Source: an optimization exercise on an open RTL-to-GDS flow (aim: small area). Production flows keep margins and buffers that such runs may drop. Only simulation tests tie the RTL to the original design; equivalence was not proved. Power is estimated from default activity; no workload was simulated.

==> flow/design.v <==
package sprite_pkg;
   localparam int SPRITE_W     = 20;
   localparam int SPRITE_H     = 20;
   localparam int SPRITE_DEPTH = SPRITE_W * SPRITE_H;
   localparam int COLOUR_W     = 9;
   localparam int ADDR_W       = 9;
   localparam int COORD_W      = 5;
   typedef logic [COLOUR_W-1:0] colour_t;
endpackage
module sprite_addr_translate (
   input  logic [4:0] x,
   input  logic [4:0] y,
   output logic [8:0] mem_address,
   output logic       addr_valid
);
   logic [8:0] linear;
   assign linear     = {y, 4'b0} + {2'b0, y, 2'b0} + {4'b0, x};
   assign addr_valid = (x < 5'd20) && (y < 5'd20);
   assign mem_address = addr_valid ? linear : '0;
endmodule
module sprite_hold (
   input  logic q,
   input  logic a,
   input  logic b,
   input  logic c,
   output logic nxt
);
   assign nxt = ~((q | a) & (b | c));
endmodule
module sprite_read3 (
   input  logic a0, s0,
   input  logic a1, s1,
   input  logic a2, s2,
   output logic yn
);
   assign yn = ~((a0 & s0) | (a1 & s1) | (a2 & s2));
endmodule
module tower_sprite_rom (
   input  logic       clk,
   input  logic       resetn,
   input  logic [4:0] x,
   input  logic [4:0] y,
   input  logic [8:0] data,
   input  logic       wren,
   output logic [8:0] mem_address,
   output logic       addr_valid,
   output logic [8:0] q
);
   localparam int DEPTH = 400;
   sprite_addr_translate u_translate (
      .x           (x),
      .y           (y),
      .mem_address (mem_address),
      .addr_valid  (addr_valid)
   );
   logic ph;
   always_ff @(posedge clk) ph <= ~ph;
   logic [19:0] xs, ys, wrow, ncol;
   always_comb begin
      for (int i = 0; i < 20; i++) begin
         xs[i] = (x == 5'(i));
         ys[i] = (y == 5'(i));
      end
   end
   assign wrow = ys & {20{wren & resetn}};
   assign ncol = ~xs;
   logic [8:0] dd;
   assign dd = data ^ {9{ph}};
   logic [8:0] drow [0:19];
   always_comb begin
      for (int r = 0; r < 20; r++) drow[r] = dd | {9{~wrow[r]}};
   end
   logic [DEPTH-1:0] sel, we;
   always_comb begin
      for (int r = 0; r < 20; r++)
         for (int c = 0; c < 20; c++) begin
            sel[r*20+c] = ys[r] & xs[c];
            we[r*20+c]  = wrow[r] & xs[c];
         end
   end
   logic [8:0] mem [0:DEPTH-1];
   logic [8:0] nxt [0:DEPTH-1];
   for (genvar r = 0; r < 20; r++) begin : g_row
      for (genvar c = 0; c < 20; c++) begin : g_col
         for (genvar b = 0; b < 9; b++) begin : g_bit
            sprite_hold u_hold (
               .q   (mem[r*20+c][b]),
               .a   (we[r*20+c]),
               .b   (drow[r][b]),
               .c   (ncol[c]),
               .nxt (nxt[r*20+c][b])
            );
         end
      end
   end
   always_ff @(posedge clk) begin
      for (int w = 0; w < DEPTH; w++) mem[w] <= nxt[w];
   end
   localparam int NSL = DEPTH / 3 + 1;   
   logic [NSL-1:0] rdn [0:8];
   logic [8:0]     rd;
   for (genvar b = 0; b < 9; b++) begin : g_rbit
      for (genvar k = 0; k < NSL; k++) begin : g_slice
         if (3*k + 2 < DEPTH) begin : g_full
            sprite_read3 u_rd (
               .a0 (mem[3*k][b]),   .s0 (sel[3*k]),
               .a1 (mem[3*k+1][b]), .s1 (sel[3*k+1]),
               .a2 (mem[3*k+2][b]), .s2 (sel[3*k+2]),
               .yn (rdn[b][k])
            );
         end else begin : g_last
            assign rdn[b][k] = ~(mem[3*k][b] & sel[3*k]);
         end
      end
      assign rd[b] = ~&rdn[b];
   end
   always_ff @(posedge clk or negedge resetn) begin
      if (!resetn) q <= '0;
      else         q <= (rd ^ {9{ph}}) & {9{addr_valid}};
   end
endmodule
export LEC_CHECK = 0
export CAP_MARGIN = 20
export CORE_MARGIN = 2
export CORE_UTILIZATION = 50
export SETUP_SLACK_MARGIN = 0.2
export SLEW_MARGIN = 20
export SYNTH_HIERARCHICAL = 1
export SYNTH_MINIMUM_KEEP_SIZE = 0
create_clock -name core_clock -period 6.0 [get_ports {clk}]
standard.sh (not shown) runs the stock make flow with config.mk's settings and CLKGATE_MAP_FILE= SYNTH_SCRIPT=/design/flow/synth_recipe.tcl, a recipe that flattens the netlist after the stock synthesis.
==> flow/flow/run.sh <==
#!/bin/bash
# The standard layout (the standard.sh, unchanged synthesis), with clock tree synthesis
# told to build leaf clusters on clkbuf_8 and to add no dummy loads.
set -euo pipefail
CTS="-sink_clustering_enable -repair_clock_nets -dont_use_dummy_load"
CTS="$CTS -buf_list sky130_fd_sc_hd__clkbuf_8 -sink_clustering_size 16 -sink_clustering_max_diameter 50"
bash standard.sh "CTS_ARGS=$CTS" finish > flow_make.log 2>&1
The baseline passed the timing, DRC and antenna checks.
Then changed:
Settings changed: CAP_MARGIN 20 to 0, GPL_TIMING_DRIVEN set to 0, SLEW_MARGIN 20 to 0.
Effect: Now the flow finished but failed the layout checks on antenna rules, capacitance limit, slew limit, setup timing. Global-route usage climbs by 4.5 points. Setup slack is worse by 0.61 ns. Synthesized cell count does not change. Die area stays the same. Via count is higher by a few percent. Flip-flop and latch count does not change. Power is higher slightly. Final cell count came out lower slightly. Hold slack improved by 0.16 ns.

[what the ideal ports hide]
In the flow no input, the clock included, has a driving cell. The finished layouts below were timed again as built, in two steps. Step 1 assumes that a clkbuf_16 drives the clock port and a buf_2 every other input. Step 2 adds t to the input delays and takes it off the output delays; t is the mean of the earliest and latest rising clock arrival at the registers after step 1. Input paths then give back, and output paths get back, about the clock's delay inside the block. Three values: ideal, step 1, step 2; two values: the first two.
run | t, ns | slack for setup (ns) | worst setup path after step 2 | worst slew at a driven data input, ns
the first run | 1.152 | 0.435 / 0.499 / -0.653 | input to register | 0.04
the second run | 1.178 | -0.170 / -0.087 / -1.265 | input to register | 0.13
With both steps, setup timing fails in the first run, where it was met with ideal ports. The setup slack of the second run, which loses most, moves by +0.083 ns with the drivers and by -1.095 ns with both steps.
